Context: an optimization exercise on an open-source flow, tuned for small area, a short achievable clock period and few clock cycles per item. The choices shown serve that exercise and are no tape-out recipe. In this exercise RTL edits were held to simulation tests only and were not proved equivalent to the original. No activity file was given, so power comes from the tool's default toggle rates.

<file path="design/flow/design.v">
package mpfb_pkg;
  localparam int DEF_SCREEN_WIDTH  = 128;
  localparam int DEF_SCREEN_HEIGHT = 64;
  localparam int CMD_W    = 3;
  localparam int X_W      = 7;
  localparam int Y_W      = 6;
  localparam int RECT_W_W = 8;
  localparam int RECT_H_W = 7;
  localparam int COLOR_W  = 2;
  localparam int BIDX_W   = 10;
  localparam int DATA_W   = 8;
  localparam int STATUS_W = 1;
  localparam int PAGE_ROWS = 8;
  localparam int ROW_SEL_W = 3;
  localparam logic [DATA_W-1:0] FILL_ONES = 8'hFF;
  typedef enum logic [CMD_W-1:0] {
    CMD_CLEAR = 3'd0,
    CMD_FILL  = 3'd1,
    CMD_PIXEL = 3'd2,
    CMD_HLINE = 3'd3,
    CMD_VLINE = 3'd4,
    CMD_RECT  = 3'd5,
    CMD_READ  = 3'd6
  } cmd_t;
  typedef enum logic [COLOR_W-1:0] {
    PEN_OFF  = 2'd0,
    PEN_ON   = 2'd1,
    PEN_FLIP = 2'd2
  } color_t;
  localparam logic [COLOR_W-1:0] PEN_NONE = 2'd3;
  typedef enum logic [2:0] {
    ST_SWEEP,
    ST_IDLE,
    ST_RD,
    ST_WR,
    ST_FIN
  } state_t;
endpackage
import mpfb_pkg::*;
module mono_page_framebuffer_draw_core #(
  parameter int SCREEN_WIDTH  = mpfb_pkg::DEF_SCREEN_WIDTH,
  parameter int SCREEN_HEIGHT = 32
) (
  input  logic                            clk,
  input  logic                            rst_n,
  input  logic                            in_valid,
  output logic                            in_ready,
  input  logic [mpfb_pkg::CMD_W-1:0]      in_command,
  input  logic [mpfb_pkg::X_W-1:0]        in_x_a,
  input  logic [mpfb_pkg::Y_W-1:0]        in_y_a,
  input  logic [mpfb_pkg::X_W-1:0]        in_x_b,
  input  logic [mpfb_pkg::Y_W-1:0]        in_y_b,
  input  logic [mpfb_pkg::RECT_W_W-1:0]   in_rect_w,
  input  logic [mpfb_pkg::RECT_H_W-1:0]   in_rect_h,
  input  logic [mpfb_pkg::COLOR_W-1:0]    in_color,
  input  logic [mpfb_pkg::BIDX_W-1:0]     in_byte_index,
  output logic                            out_valid,
  input  logic                            out_ready,
  output logic [mpfb_pkg::DATA_W-1:0]     out_read_data,
  output logic [mpfb_pkg::STATUS_W-1:0]   out_status
);
  localparam int PAGE_COUNT  = SCREEN_HEIGHT / PAGE_ROWS;    
  localparam int STORE_BYTES = SCREEN_WIDTH * PAGE_COUNT;    
  localparam int AW          = $clog2(STORE_BYTES);          
  localparam int CW          = $clog2(SCREEN_WIDTH);         
  localparam int RW          = $clog2(SCREEN_HEIGHT);        
  localparam int PW          = AW - CW;                      
  localparam int LIMIT       = 5;
  localparam int QD          = LIMIT - 1;
  localparam int NW          = $clog2(LIMIT + 1);
  logic in_fire, out_fire;
  logic in_ready_r;
  assign in_fire = in_valid && in_ready_r;
  logic [CW-1:0] n_xlo, n_xhi;
  logic [RW-1:0] n_ylo, n_yhi;
  logic [8:0]    rx_end;
  logic [7:0]    ry_end;
  always_comb begin
    rx_end = {2'b00, in_x_a} + {1'b0, in_rect_w} - 9'd1;
    ry_end = {2'b00, in_y_a} + {1'b0, in_rect_h} - 8'd1;
    n_xlo  = in_x_a;
    n_xhi  = in_x_a;
    n_ylo  = in_y_a[RW-1:0];
    n_yhi  = in_y_a[RW-1:0];
    unique case (in_command)
      CMD_CLEAR, CMD_FILL: begin
        n_xlo = '0;
        n_xhi = '1;
        n_ylo = '0;
        n_yhi = '1;
      end
      CMD_HLINE: begin
        if (in_x_a > in_x_b) n_xlo = in_x_b;
        else                 n_xhi = in_x_b;
      end
      CMD_VLINE: begin
        if (in_y_a > in_y_b) n_ylo = in_y_b[RW-1:0];
        else                 n_yhi = in_y_b[RW-1:0];
      end
      CMD_RECT: begin
        n_xhi = rx_end[CW-1:0];
        n_yhi = ry_end[RW-1:0];
      end
      CMD_READ: begin
        n_xlo = in_byte_index[CW-1:0];
        n_xhi = in_byte_index[CW-1:0];
      end
      default: begin
      end
    endcase
  end
  logic               b_v, b_clrscr;
  logic [CMD_W-1:0]   b_cmd;
  logic [COLOR_W-1:0] b_pen;
  logic               b_ya5, b_yb5, b_i9, b_wnz, b_hnz, b_xovf, b_yovf;
  logic [CW-1:0]      b_xlo, b_xhi;
  logic [RW-1:0]      b_ylo, b_yhi;
  logic [PW-1:0]      b_page;
  always_ff @(posedge clk) begin
    if (!rst_n) begin
      b_v      <= 1'b0;
      b_clrscr <= 1'b1;
      b_xlo    <= '0;
      b_xhi    <= '1;
      b_ylo    <= '0;
      b_yhi    <= '1;
    end else begin
      b_v      <= in_fire;
      b_clrscr <= 1'b0;
      b_xlo    <= n_xlo;
      b_xhi    <= n_xhi;
      b_ylo    <= n_ylo;
      b_yhi    <= n_yhi;
    end
    b_cmd  <= in_command;
    b_pen  <= in_color;
    b_ya5  <= in_y_a[5];
    b_yb5  <= in_y_b[5];
    b_i9   <= in_byte_index[9];
    b_wnz  <= in_rect_w != '0;
    b_hnz  <= in_rect_h != '0;
    b_xovf <= rx_end[8:7] != '0;
    b_yovf <= ry_end[7:5] != '0;
    b_page <= in_byte_index[AW-1:CW];
  end
  logic               s_bad, s_wr, s_rd, s_clr, s_set;
  logic [COLOR_W-1:0] pen;
  always_comb begin
    s_bad = 1'b0;
    s_wr  = 1'b0;
    s_rd  = 1'b0;
    pen   = b_pen;
    unique case (b_cmd)
      CMD_CLEAR, CMD_FILL: begin
        s_wr = 1'b1;
        pen  = (b_cmd == CMD_FILL) ? PEN_ON : PEN_OFF;
      end
      CMD_PIXEL, CMD_HLINE: begin
        s_bad = b_ya5;
        s_wr  = 1'b1;
      end
      CMD_VLINE: begin
        s_bad = b_ya5 || b_yb5;
        s_wr  = 1'b1;
      end
      CMD_RECT: begin
        s_bad = b_ya5 || (b_wnz && b_xovf) || (b_hnz && b_yovf);
        s_wr  = b_wnz && b_hnz;
      end
      CMD_READ: begin
        s_bad = b_i9;
        s_rd  = !b_i9;
      end
      default: begin
      end
    endcase
    s_wr  = (b_v && s_wr && !s_bad && (pen != PEN_NONE)) || b_clrscr;
    s_clr = (pen == PEN_OFF) || (pen == PEN_FLIP) || b_clrscr;    
    s_set = ((pen == PEN_ON) || (pen == PEN_FLIP)) && !b_clrscr;   
  end
  logic                     c_v, c_rd, c_bad;
  logic [PW-1:0]            c_page;
  logic [SCREEN_WIDTH-1:0]  c_col;
  logic [SCREEN_HEIGHT-1:0] c_rclr, c_rset;
  always_ff @(posedge clk) begin
    for (int x = 0; x < SCREEN_WIDTH; x++) begin
      c_col[x] <= (CW'(x) >= b_xlo) && (CW'(x) <= b_xhi);
    end
    for (int y = 0; y < SCREEN_HEIGHT; y++) begin
      c_rclr[y] <= s_wr && s_clr && (RW'(y) >= b_ylo) && (RW'(y) <= b_yhi);
      c_rset[y] <= s_wr && s_set && (RW'(y) >= b_ylo) && (RW'(y) <= b_yhi);
    end
    c_v    <= b_v && rst_n;
    c_rd   <= b_v && s_rd;
    c_bad  <= s_bad;
    c_page <= b_page;
  end
  logic [SCREEN_WIDTH-1:0] fb [SCREEN_HEIGHT];
  always_ff @(posedge clk) begin
    for (int y = 0; y < SCREEN_HEIGHT; y++) begin
      fb[y] <= (fb[y] | (c_col & {SCREEN_WIDTH{c_rset[y]}})) &
               ~(fb[y] & c_col & {SCREEN_WIDTH{c_rclr[y]}});
    end
  end
  logic                     d_v, d_rd, d_bad;
  logic [PW-1:0]            d_page;
  logic [SCREEN_HEIGHT-1:0] d_row;
  always_ff @(posedge clk) begin
    for (int y = 0; y < SCREEN_HEIGHT; y++) begin
      d_row[y] <= |(fb[y] & c_col);
    end
    d_v    <= c_v && rst_n;
    d_rd   <= c_rd;
    d_bad  <= c_bad;
    d_page <= c_page;
  end
  logic [DATA_W-1:0] d_data;
  always_comb begin
    for (int r = 0; r < PAGE_ROWS; r++) begin
      d_data[r] = d_rd && d_row[{d_page, 3'(r)}];
    end
  end
  localparam int QW = $clog2(QD);
  logic              o_v;
  logic [DATA_W-1:0] o_data;
  logic              o_st;
  logic [DATA_W:0]   q_d [QD];
  logic [QW-1:0]     q_wp, q_rp;
  logic [$clog2(QD+1)-1:0] q_n;
  logic [NW-1:0]     cnt, cnt_nxt;
  logic              o_free, q_empty, q_pop, q_push;
  assign out_fire = o_v && out_ready;
  assign o_free   = !o_v || out_ready;
  assign q_empty  = (q_n == '0);
  assign q_pop    = o_free && !q_empty;
  assign q_push   = d_v && !(o_free && q_empty);
  assign cnt_nxt  = cnt + (in_fire ? 1'b1 : 1'b0) - (out_fire ? 1'b1 : 1'b0);
  always_ff @(posedge clk) begin
    if (!rst_n) begin
      o_v        <= 1'b0;
      q_n        <= '0;
      q_wp       <= '0;
      q_rp       <= '0;
      cnt        <= '0;
      in_ready_r <= 1'b1;
    end else begin
      if (o_free) o_v <= !q_empty || d_v;
      q_n        <= q_n + (q_push ? 1'b1 : 1'b0) - (q_pop ? 1'b1 : 1'b0);
      if (q_push) q_wp <= q_wp + 1'b1;
      if (q_pop)  q_rp <= q_rp + 1'b1;
      cnt        <= cnt_nxt;
      in_ready_r <= cnt_nxt < NW'(LIMIT);
    end
    if (o_free) begin
      if (!q_empty) {o_st, o_data} <= q_d[q_rp];
      else          {o_st, o_data} <= {d_bad, d_data};
    end
    if (d_v) q_d[q_wp] <= {d_bad, d_data};
  end
  assign in_ready      = in_ready_r;
  assign out_valid     = o_v;
  assign out_read_data = o_data;
  assign out_status    = o_st;
endmodule
</file>
<file path="design/flow/flow/run.sh">
#!/bin/bash
# The standard layout (the standard.sh, unchanged synthesis), with the port buffers made
# of buf_4 cells instead of the delay cells buffer_ports picks on its own.
set -o pipefail
cd "$(dirname "$0")/.."
echo 'export BUFFER_PORTS_ARGS = -buffer_cell sky130_fd_sc_hd__buf_4' >> config.mk
export BUFFER_PORTS_ARGS="-buffer_cell sky130_fd_sc_hd__buf_4"
cp standard.sh standard.sh.log.txt 2>/dev/null
bash standard.sh > standard.log 2>&1
</file>
<file path="design/flow/standard.sh">
#!/bin/bash
# synth_recipe.tcl (not shown) runs the flow's synth.tcl, then flattens the netlist and writes it again
# the make line also repeats each setting of config.mk as NAME=value (left out here)
make -C /OpenROAD-flow-scripts/flow DESIGN_CONFIG=/design/flow/config.mk WORK_HOME=/design/flow/orfs CLKGATE_MAP_FILE= SYNTH_SCRIPT=/design/flow/synth_recipe.tcl "${@:-finish}"
</file>
<file path="design/flow/config.mk">
export PLATFORM = sky130hd
export DESIGN_NAME = mono_page_framebuffer_draw_core
export DESIGN_NICKNAME = mono_page_framebuffer_draw_core
export VERILOG_FILES = /design/flow/design.v
export SDC_FILE = /design/flow/constraint.sdc
export NUM_CORES = 4
export LEC_CHECK = 0
export CAP_MARGIN = 20
export CORE_MARGIN = 2
export CORE_UTILIZATION = 50
export PLACE_DENSITY = 0.62
export SETUP_SLACK_MARGIN = 5
export SLEW_MARGIN = 20
export BUFFER_PORTS_ARGS = -buffer_cell sky130_fd_sc_hd__buf_4
</file>
<file path="design/flow/constraint.sdc">
create_clock -name core_clock -period 8.0 [get_ports {clk}]
set_input_delay 1.6000 -clock core_clock [delete_from_list [all_inputs] [get_ports {clk}]]
set_output_delay 1.6000 -clock core_clock [all_outputs]
set_load 0.01 [all_outputs]
</file>
==> summary.txt, run 1 <==
Worst setup path
  – Reg2Reg Setup Slack: 4.96 ns
  – Critical Path Sink Type: output pin
  – Crit path max-delay cell type: edfxtp_1
  – Worst reg2reg path depth: 7
  – Worst Setup SP: o_data[2]$_DFFE_PN_
  – Crit path required time: 6.40 ns
  – Critical Path AT: 1.54 ns
  – Critical path buffer and inverter count: 1
  – Crit path max fanout: 1
  – Setup crit end: out_read_data[2]
  – Worst path depth: 1
  – CP cell instances: buf_6
  – Largest delay contributor family on the critical path: flip-flops
  – Crit Reg-Reg Endpoint: d_row[28]$_DFF_P_
  – Max stage delay on crit path: 0.41 ns
  – Worst r2r src: c_col[84]$_DFF_P_
  – Worst Setup Start Kind: flip-flop
  – Crit Path Category: flip-flop to output pin

Floorplan
  – DIE HEIGHT: 587 um
  – IO Pins: 71
  – Die area: 345000 um^2
  – Initial Utilization: 50.2%
  – DIE WIDTH: 587 um
  – CORE AREA: 339000 um^2
  – FP Rows: 214

Clock tree
  – Max Root-Sink Buffers: 4
  – Number of CTS-inserted buffers: 457
  – Clk slew on worst S/H paths: 0.06 ns
  – Sink Count: 4429
  – Worst-skew pair later-pin latency: 1.01 ns
  – Clk Tree Root Cell: clkbuf_16
  – CTS tree: yes
  – H-tree depth: 5

STA
  – Relative slew slack: 17.7%
  – Final hold vios: 0
  – Tmin final: 3.14 ns
  – Sum of negative setup slack: 0 ns
  – Transition time of the tightest slew-check pin: 1.22 ns
  – Crit share post-route: 39.3%
  – Final setup viols: 0
  – Max Fclk: 0.318 GHz
  – RSZ-0062 raised after global routing: true
  – Slew Limit Fails: 0
  – Skew final: 0.0582 ns

Global route
  – Congestion Overflow GR: 0
  – Initial antenna violation count: 24
  – Largest net degree at the start of global routing: 97
  – Gr usage total: 30.6%
  – Vias in the first global route: 126193
  – Global-route wire length before repair: 821000 um

Worst hold path
  – Min-delay worst type: flip-flop to flip-flop

Yosys
  – Syn avg cell area: 9.14 um^2
  – Async set or reset register ratio after synthesis: 0%
  – Leading area contributor after synthesis: dfxtp_1
  – Cell area after synthesis: 170000 um^2
  – Netlist cell types: 67
  – EDFF count, synth: 45
  – Syn nets: 18722
  – Post-synth top flop: dfxtp_1
  – Largest cells by area after synthesis: dfxtp_1, a31oi_1, a21oi_1
  – Yosys top cell area share: 51.6%
  – Register bit total from synthesis: 4429
  – Sequential fraction of the synthesis area: 52.4%
  – Synthesized instance count: 18610
  – Synthesis warning total: 2

Layout
  – Fillers: 30094
  – Commonest non-fill, non-tap cell in the layout: dfxtp_1
  – Layout Nets: 17155
  – Non-Filler Instances: 21977
  – P&R area growth vs syn: 10.0%
  – Most frequent cells in the layout: dfxtp_1, a21oi_1, a31oi_1, a22oi_1, clkbuf_16
  – FF+latch area: 89800 um^2
  – Area of the multi-input gates: 72500 um^2
  – Fin area: 187000 um^2
  – Share of post-route cells with drive strength above 1: 8.63%

Pwr
  – Worst vdd rail ir drop: 239 uV
  – LEAKAGE: 65.9 nW
  – Pwr dens: 433 nW/um^2

Placed design
  – Dpl cells: 21119
  – # port buffers: 70
  – DP Area: 171000 um^2
  – GPL Wtd Cong: 0.980
  – DP HPWL: 338000 um

Routing
  – Initial detailed-routing violation count: 17273
  – Total Routed Length: 558000 um
  – # DRC: 0
  – First-pass DRT Iterations: 8
  – Avg Vias per Cell: 6.70
  – Routed len/inst: 25.4 um
  – Antenna viol nets, final: 0
  – Vias: 147278

Flow run
  – Max-Cap Viols: 0

Outcome
  – Status: finished clean
## registers in the layout (all words and copies together), names as in the netlist, 5 cells and up, named ones only
name	count
c_col	128
d_row	32
c_rclr	32
o_data	8
q_d	36
b_xhi	7
b_yhi	5
b_ylo	5
fb	4096
c_rset	32
b_xlo	7
## synth_stat cells (104+ instances only)
library cell  count
dfxtp_1        4384
a21oi_1        4168
a31oi_1        4099
clkbuf_1       1874
a22oi_1        1411
buf_1           410
a221oi_1        348
nand4_1         335
a22o_1          325
nand3_1         207
nor2_1          168
buf_2           104
## cell type report
class                           instances  area share (%)
Sequential cell                      4429            48.0
Inverter                               86           0.198
Clock buffer                          674            7.25
Tap cell                             4536            3.03
Timing Repair Buffer                  363            1.48
Clock inverter                        173            1.20
Antenna cell                           10          0.0134
Multi-Input combinational cell      11706            38.8
## per-stage QoR
step / total power [mW] / setup WS [ns] / hold slack, ns / utilization (%)
floorplan: 51.3 / 4.72 / 0.310 / -
global placement: 57.8 / 4.19 / 0.311 / 50.5
detailed placement: 58.4 / 4.29 / 0.314 / 50.5
CTS: 80.8 / 4.78 / 0.325 / 55.1
global route: 85.6 / 4.81 / 0.330 / 55.2
finish: 81.0 / 4.86 / 0.326 / 55.2
## power breakdown
group | leakage [nW] | total, mW | internal [mW] | switching, mW
clock | 7.78 | 22.3 | 13.2 | 9.19
sequential | 36.7 | 38.8 | 30.7 | 8.07
combinational | 21.4 | 19.9 | 8.73 | 11.2
total | 65.9 | 81.0 | 52.6 | 28.4
## metal layers
| layer | track usage [%] | share of wire [%] |
|---|---|---|
| met5 | 0 | 0.017 |
| met4 | 10.9 | 3.8 |
| met3 | 4.35 | 7.9 |
| met2 | 48.0 | 44 |
| met1 | 42.9 | 44 |
## what timing repair did
| item | 4_1_cts | 5_1_grt |
|---|---|---|
| pin swaps | 0 | 1 |
| setup buffers | 1 | 0 |
| gates cloned | 0 | 0 |
| resized for setup | 9 | 14 |
| hold buffers | 0 | 0 |
| endpoints found under the setup margin | 12 | 21 |
## kinds of logic (layout without fill, tap and decap cells)
logic type | count (synthesis) | count (layout) | share of synthesized area, %
AO/OA/AOI/OAI | 10538 | 10538 | 37.9
multiplexers | 34 | 34 | 0.332
adder cells (fa/ha/maj) | 52 | 52 | 0.400
AND/OR/NAND/NOR | 1070 | 1070 | 3.39
other | 0 | 10 | 0
buffers and inverters | 2475 | 1296 | 5.55
flip-flops | 4429 | 4429 | 52.4
XOR/XNOR | 12 | 12 | 0.0618
## worst min path at each step
stage	start	end	slack [ns]	cells after the start
floorplan	b_page[0]$_DFF_P_	c_page[0]$_DFF_P_	0.31	0
global placement	c_page[0]$_DFF_P_	d_page[0]$_DFF_P_	0.31	0
detailed placement	c_page[1]$_DFF_P_	d_page[1]$_DFF_P_	0.31	0
CTS	c_page[0]$_DFF_P_	d_page[0]$_DFF_P_	0.33	0
global route	c_rd$_DFF_P_	d_rd$_DFF_P_	0.33	0
finish	b_page[0]$_DFF_P_	c_page[0]$_DFF_P_	0.33	0
Testbench counts, summed over its fixed seeds: cycles 2,432, items 2,400.
==> run 2: changes to the inputs <==
--- a/design/flow/config.mk
+++ b/design/flow/config.mk
@@ -8,6 +8,8 @@
 export CAP_MARGIN = 20
 export CORE_MARGIN = 2
 export CORE_UTILIZATION = 50
+export CTS_CLUSTER_DIAMETER = 60
+export CTS_CLUSTER_SIZE = 24
 export PLACE_DENSITY = 0.62
 export SETUP_SLACK_MARGIN = 5
 export SLEW_MARGIN = 20
==> run 2 against run 1 <==
  * Still clean
  * Hold slack worse by 0.011 ns
  * Maximum frequency grew 0.31%
  * Clock skew down 0.022 ns
  * First-iteration DRC count rose by 0.57%
  * Global-route usage down 0.19 points
  * Critical path depth stayed put
  * Sequential share of layout area is 1.0 points higher
  * Wire length fell by 0.53%
  * Non-clock buffer count grew 2
  * Combinational power barely moved
  * Critical path type unchanged
  * Critical endpoint unchanged
  * Largest power group unchanged
==> summary.txt, run 2 <==
Layout
  – Commonest non-fill, non-tap cell in the layout: dfxtp_1
  – Final core area utilization: 54.1%
  – Max reg flops: 4096
  – Largest register by flop count: fb
  – Biggest regs: fb x4096, c_col x128, q_d x36
  – Share of post-route cells with drive strength above 1: 7.92%
  – Most frequent cells in the layout: dfxtp_1, a21oi_1, a31oi_1, a22oi_1, buf_4
  – P&R area growth vs syn: 7.78%
  – Fillers: 30431
  – Layout Nets: 17027

Pwr
  – Switching share of power: 37.2%
  – Pwr dens: 420 nW/um^2
  – Int Power: 48.3 mW
  – Combinational power share: 25.8%
  – Worst vdd rail ir drop: 208 uV
  – LEAKAGE: 63.9 nW
  – Design Power: 77.0 mW
  – Clock power share: 23.9%
  – Psw: 28.6 mW
  – Sequential power share: 50.2%

Clock tree
  – Sink Count: 4429
  – Clk slew on worst S/H paths: 0.09 ns
  – Worst-skew pair later-pin latency: 0.98 ns
  – H-tree depth: 5
  – Number of CTS-inserted buffers: 327
  – CTS tree: yes
  – Max Root-Sink Buffers: 4
  – Clk Tree Root Cell: clkbuf_16

Yosys
  – EDFF count, synth: 45
  – Yosys top cell area share: 51.6%
  – Cell area after synthesis: 170000 um^2
  – Commonest cells post-synth: dfxtp_1, a21oi_1, a31oi_1
  – Post-synth top flop: dfxtp_1
  – Leading area contributor after synthesis: dfxtp_1
  – Synthesized instance count: 18610
  – Syn avg cell area: 9.14 um^2
  – Synthesis warning total: 2
  – Async set or reset register ratio after synthesis: 0%
  – Sequential fraction of the synthesis area: 52.4%
  – Most frequent cell after synthesis: dfxtp_1
  – Netlist cell types: 67
  – Register bit total from synthesis: 4429
  – Syn nets: 18722
  – Largest cells by area after synthesis: dfxtp_1, a31oi_1, a21oi_1

Global route
  – Congestion Overflow GR: 0
  – Global-route wire length before repair: 816000 um
  – Initial antenna violation count: 25
  – Vias in the first global route: 124687
  – Gr usage total: 30.4%
  – Largest net degree at the start of global routing: 97

Routing
  – First-pass DRT Iterations: 6
  – Avg Vias per Cell: 6.73
  – Routed len/inst: 25.5 um
  – # DRC: 0
  – Antenna viol nets, final: 0
  – Top routing layer used: met5
  – Met3 WL: 42400 um
  – Met2 WL: 246000 um
  – Total Routed Length: 555000 um
  – Vias: 146264
  – Routed length on met1: 247000 um
  – Initial detailed-routing violation count: 17372

Worst setup path
  – Critical path buffer and inverter count: 1
  – CP cell instances: buf_6
  – Crit Path Category: flip-flop to output pin
  – Reg2Reg Setup Slack: 5.05 ns
  – Worst reg2reg path depth: 6
  – Worst Setup SP: o_data[2]$_DFFE_PN_
  – Critical Path Sink Type: output pin
  – Setup crit end: out_read_data[2]
  – Crit path max fanout: 1
  – Critical Path AT: 1.53 ns
  – Worst Setup Start Kind: flip-flop
  – Max stage delay on crit path: 0.42 ns
  – Crit path max-delay cell type: edfxtp_1
  – Crit path required time: 6.40 ns
  – Worst r2r src: c_col[59]$_DFF_P_
  – Crit Reg-Reg Endpoint: d_row[11]$_DFF_P_
  – Largest delay contributor family on the critical path: flip-flops
  – Worst path depth: 1

Outcome
  – Status: finished clean

STA
  – Tmin final: 3.13 ns
  – Final hold vios: 0
  – Transition time of the tightest slew-check pin: 1.25 ns
  – Max Fclk: 0.319 GHz
  – Crit share post-route: 39.1%
  – Relative slew slack: 15.6%
  – RSZ-0062 raised after global routing: true
  – Skew final: 0.0366 ns
  – Slew Limit Fails: 0
  – Sum of negative setup slack: 0 ns
  – Final setup viols: 0

Floorplan
  – DIE WIDTH: 587 um
  – DIE HEIGHT: 587 um
  – Die area: 345000 um^2
  – FP Rows: 214
  – CORE AREA: 339000 um^2
  – Initial Utilization: 50.2%
  – IO Pins: 71

Worst hold path
  – Min-delay worst type: flip-flop to flip-flop

Placed design
  – # port buffers: 70
  – DP HPWL: 338000 um
  – GPL Wtd Cong: 0.980

Flow run
  – Max-Cap Viols: 0
run 2: cell counts after synthesis:
Identical to the previous run, type by type.
run 2: power by group through the flow:
stage          clock network, mW  registers [mW]  logic (mW)
3_3_place_gp                   0            38.7        19.1
4_1_cts                     18.7            38.4        19.7
2_1_floorplan                  0            35.6        15.6
3_5_place_dp                   0            38.7        19.7
5_1_grt                     19.5            39.9        22.2
6_report                    18.4            38.7        19.9
run 2: area by class of cell:
class,instances,area (um^2),area share (%)
timing repair buffer,365,2840,1.55
clock inverter,243,3210,1.75
tap,4536,5680,3.10
clock buffer,366,8710,4.76
multi-input combinational,11706,72600,39.6
sequential,4429,89800,49.0
antenna,10,25.0,0.0137
inverter,86,370,0.202
run 2: timing repair:
item / in CTS / in global routing
setup endpoints to repair: 13 / 23
endpoints found under the hold margin: 0 / 0
pin swaps: 0 / 1
hold buffers: 0 / 0
resized for setup: 10 / 20
buffers inserted: 1 / 2
run 2: worst min path at each step:
stage                      startpoint                end  depth (start not counted)
floorplan           b_page[0]$_DFF_P_  c_page[0]$_DFF_P_                          0
global placement    c_page[0]$_DFF_P_  d_page[0]$_DFF_P_                          0
detailed placement  c_page[1]$_DFF_P_  d_page[1]$_DFF_P_                          0
CTS                 c_page[0]$_DFF_P_  d_page[0]$_DFF_P_                          0
global route             c_rd$_DFF_P_       d_rd$_DFF_P_                          0
finish              c_page[0]$_DFF_P_  d_page[0]$_DFF_P_                          0
run 2: per-stage QoR:
step / hold slack (ns) / setup slack (ns) / std cells / area, um^2
after floorplan: 0.310 / 4.72 / 18610 / 170000
after global placement: 0.311 / 4.19 / 21118 / 171000
after detailed placement: 0.314 / 4.29 / 21119 / 171000
after CTS: 0.316 / 4.80 / 21729 / 183000
after global routing: 0.326 / 4.82 / 21732 / 183000
final: 0.316 / 4.87 / 21741 / 183000
run 2: per-layer routing:
metal  track usage (%)  vias to the layer above
li1                  -                    69721
met1              42.8                    70353
met2              47.9                     5353
met3              4.03                      819
met4              10.3                       18
met5                 0                        -
run 2: cell families after synthesis:
family / after synthesis / synth area share, %
muxes: 34 / 0.332
buffers and inverters: 2475 / 5.55
and+or+nand+nor: 1070 / 3.39
AOI/OAI and AO/OA: 10538 / 37.9
adders and majority gates: 52 / 0.400
xor gates and xnor gates: 12 / 0.0618
DFF: 4429 / 52.4
==> run 3: changes to the inputs <==
--- a/design/flow/config.mk
+++ b/design/flow/config.mk
@@ -8,8 +8,8 @@
 export CAP_MARGIN = 20
 export CORE_MARGIN = 2
 export CORE_UTILIZATION = 50
-export CTS_CLUSTER_DIAMETER = 60
-export CTS_CLUSTER_SIZE = 24
+export CTS_CLUSTER_DIAMETER = 70
+export CTS_CLUSTER_SIZE = 32
 export PLACE_DENSITY = 0.62
 export SETUP_SLACK_MARGIN = 5
 export SLEW_MARGIN = 20
==> run 3 against run 2 <==
  * Still clean on timing, DRC and antenna
  * Maximum frequency is 1.7% lower
  * Critical path depth stayed put
  * Sequential power hardly changed
  * Via count is 0.85% lower
  * Cell count is 0.91% lower
  * Wire length is 0.56% lower
  * Flip-flop and latch count stayed put
  * Critical endpoint unchanged
==> summary.txt, run 3 <==
Clock tree
  – H-tree depth: 4
  – CTS tree: yes
  – Number of CTS-inserted buffers: 220
  – Clk Tree Root Cell: clkbuf_16
  – Max Root-Sink Buffers: 4
  – Sink Count: 4429
  – Clk slew on worst S/H paths: 0.11 ns
  – Worst-skew pair later-pin latency: 1.02 ns

Layout
  – Layout Nets: 16920
  – Most frequent cells in the layout: dfxtp_1, a21oi_1, a31oi_1, a22oi_1
  – Largest register by flop count: fb
  – P&R area growth vs syn: 5.56%
  – Share of post-route cells with drive strength above 1: 6.90%
  – Non-Filler Instances: 21543
  – Commonest non-fill, non-tap cell in the layout: dfxtp_1
  – Max reg flops: 4096
  – Biggest regs: fb x4096, c_col x128, q_d x36

Floorplan
  – Die area: 345000 um^2
  – IO Pins: 71
  – CORE AREA: 339000 um^2
  – Initial Utilization: 50.2%
  – FP Rows: 214
  – DIE WIDTH: 587 um
  – DIE HEIGHT: 587 um

Flow run
  – Max-Cap Viols: 0

Yosys
  – Sequential fraction of the synthesis area: 52.4%
  – EDFF count, synth: 45
  – Commonest cells post-synth: dfxtp_1, a21oi_1, a31oi_1
  – Async set or reset register ratio after synthesis: 0%
  – Largest cells by area after synthesis: dfxtp_1, a31oi_1, a21oi_1
  – Synthesis warning total: 2
  – Most frequent cell after synthesis: dfxtp_1
  – Yosys top cell area share: 51.6%
  – Syn avg cell area: 9.14 um^2
  – Register bit total from synthesis: 4429
  – Leading area contributor after synthesis: dfxtp_1
  – Post-synth top flop: dfxtp_1
  – Netlist cell types: 67
  – Synthesized instance count: 18610
  – Syn nets: 18722
  – Cell area after synthesis: 170000 um^2

Worst setup path
  – Crit path required time: 6.40 ns
  – Crit path max-delay cell type: edfxtp_1
  – Worst reg2reg path depth: 6
  – Worst Setup Start Kind: flip-flop
  – Critical Path AT: 1.59 ns
  – CP cell instances: buf_6
  – Crit Path Category: flip-flop to output pin
  – Worst path depth: 1
  – Max stage delay on crit path: 0.43 ns
  – Critical path buffer and inverter count: 1
  – Crit path max fanout: 1
  – Critical Path Sink Type: output pin
  – Largest delay contributor family on the critical path: flip-flops

Global route
  – Largest net degree at the start of global routing: 97
  – Vias in the first global route: 123449
  – Global-route wire length before repair: 811000 um
  – Initial antenna violation count: 26
  – Congestion Overflow GR: 0
  – Gr usage total: 30.2%

Routing
  – # DRC: 0
  – Total Routed Length: 552000 um
  – Routed length on met1: 246000 um
  – Initial detailed-routing violation count: 17272
  – Met2 WL: 244000 um
  – Vias: 145015
  – First-pass DRT Iterations: 6
  – Antenna viol nets, final: 0
  – Routed len/inst: 25.6 um
  – Top routing layer used: met5
  – Avg Vias per Cell: 6.73
  – Met3 WL: 41800 um

Worst hold path
  – WHS Path Cells: 0
  – Min-delay worst type: flip-flop to flip-flop

STA
  – RSZ-0062 raised after global routing: true
  – Relative slew slack: 16.4%
  – Max Fclk: 0.314 GHz
  – Sum of negative setup slack: 0 ns
  – Slew Limit Fails: 0
  – Final setup viols: 0
  – Skew final: 0.0782 ns
  – Final hold vios: 0
  – Final WS setup: 4.81 ns
  – Transition time of the tightest slew-check pin: 1.24 ns
  – Hold_ws: 0.314 ns
  – Crit share post-route: 39.8%
  – Tmin final: 3.19 ns

Pwr
  – Design Power: 73.0 mW
  – Pwr dens: 407 nW/um^2
  – Worst vdd rail ir drop: 228 uV
  – LEAKAGE: 62.1 nW

Placed design
  – Dpl cells: 21119
  – GPL Wtd Cong: 0.980
  – Post-place setup slack: 4.29 ns
  – DP HPWL: 338000 um
  – # port buffers: 70

Outcome
  – Status: finished clean
## run 3: cell types whose count changed in the layout (fill, tap and decap cells not counted), sizes merged
cell,before,now
diode,10,11
bufinv,15,4
clkbuf,366,235
clkinv,89,71
clkinvlp,22,11
inv,203,175
## run 3: layout make-up
type                       instances  area, um^2
antenna                           11        27.5
clock buffer                     235        5730
clock inverter                   175        2390
fill                           30783      160000
inverter                          86         370
multi-input combinational      11706       72600
sequential                      4429       89800
tap                             4536        5680
timing repair buffer             365        2830
## run 3: routing by layer
| layer | up-vias | track usage (%) |
|---|---|---|
| met5 | - | 0 |
| met4 | 20 | 9.59 |
| met1 | 69822 | 42.8 |
| li1 | 69343 | - |
| met2 | 5085 | 47.8 |
| met3 | 745 | 3.95 |
## run 3: kinds of logic (layout without fill, tap and decap cells)
family,Yosys count,in the layout,share of synthesized area [%]
mux,34,34,0.332
simple gates,1070,1070,3.39
xor+xnor,12,12,0.0618
flops,4429,4429,52.4
fa+ha+maj,52,52,0.400
other cells,0,11,0
compound gates,10538,10538,37.9
buf+inv,2475,861,5.55
## run 3: worst reg2reg max path: cells and delay by family, from the launching register on
kind / cells / cell delay (ns)
compound gates: 1 / 0.04
flops: 1 / 0.36
simple gates: 3 / 1.41
buf+inv: 2 / 1.00
## run 3: power by group
part | internal [mW] | switching, mW | total [mW] | leakage, nW
Sequential | 30.6 | 8.03 | 38.6 | 36.7
Combinational | 8.75 | 11.2 | 19.9 | 21.5
Clock | 5.90 | 8.58 | 14.5 | 3.89
## run 3: what timing repair did
action / CTS / global route
pin swaps: 0 / 1
hold buffers: 0 / 0
buffers inserted: 1 / 2
gates resized for setup: 10 / 26
gates cloned: 0 / 0
setup endpoints to repair: 13 / 27
## run 3: worst paths after layout
kind	start	endpoint	slack [ns]
max reg2reg	b_xhi[6]$_SDFF_PN1_	c_col[9]$_DFF_P_	5.04
max	o_data[2]$_DFFE_PN_	out_read_data[2]	4.81
min	b_page[1]$_DFF_P_	c_page[1]$_DFF_P_	0.31
min reg2reg	b_page[1]$_DFF_P_	c_page[1]$_DFF_P_	0.31
## run 3: per-stage QoR
| stage | area, um^2 | util [%] |
|---|---|---|
| after detailed placement | 171000 | 50.5 |
| after global routing | 179000 | 52.9 |
| final | 179000 | 52.9 |
| after CTS | 179000 | 52.9 |
| after global placement | 171000 | 50.5 |
| after floorplan | 170000 | - |

re-timing with driven ports:
In the flow no input, the clock included, has a driving cell. The finished layouts below were timed again as built, in two steps.
Step 1 sets driving cells, clkbuf_16 on the clock port and buf_2 on the other inputs (assumed; they add their load-dependent delay and slew).
Step 2 adds t to the input delays and takes it off the output delays; t is the mean of the earliest and latest rising clock arrival at the registers after step 1. Input paths then give back, and output paths get back, about the clock's delay inside the block.
a / b / c = no drivers / after step 1 / after step 2; a / b = the first two.
run | shift t [ns] | setup WS [ns] | hold slack, ns | latest minus earliest clock arrival (ns) | slew at the worst register clock pin (ns)
run 1 | 1.093 | 4.859 / 4.754 / 4.234 | 0.326 / 0.326 / 0.326 | 0.068 / 0.068 | 0.07 / 0.07
run 2 | 1.069 | 4.868 / 4.763 / 4.310 | 0.316 / 0.316 / 0.316 | 0.046 / 0.046 | 0.10 / 0.10
run 3 | 1.089 | 4.815 / 4.708 / 4.280 | 0.314 / 0.314 / 0.314 | 0.089 / 0.088 | 0.12 / 0.12
After both steps setup and hold are still met in every run listed. The setup slack of run 1, which loses most, moves by -0.105 ns with the drivers and by -0.625 ns with both steps.
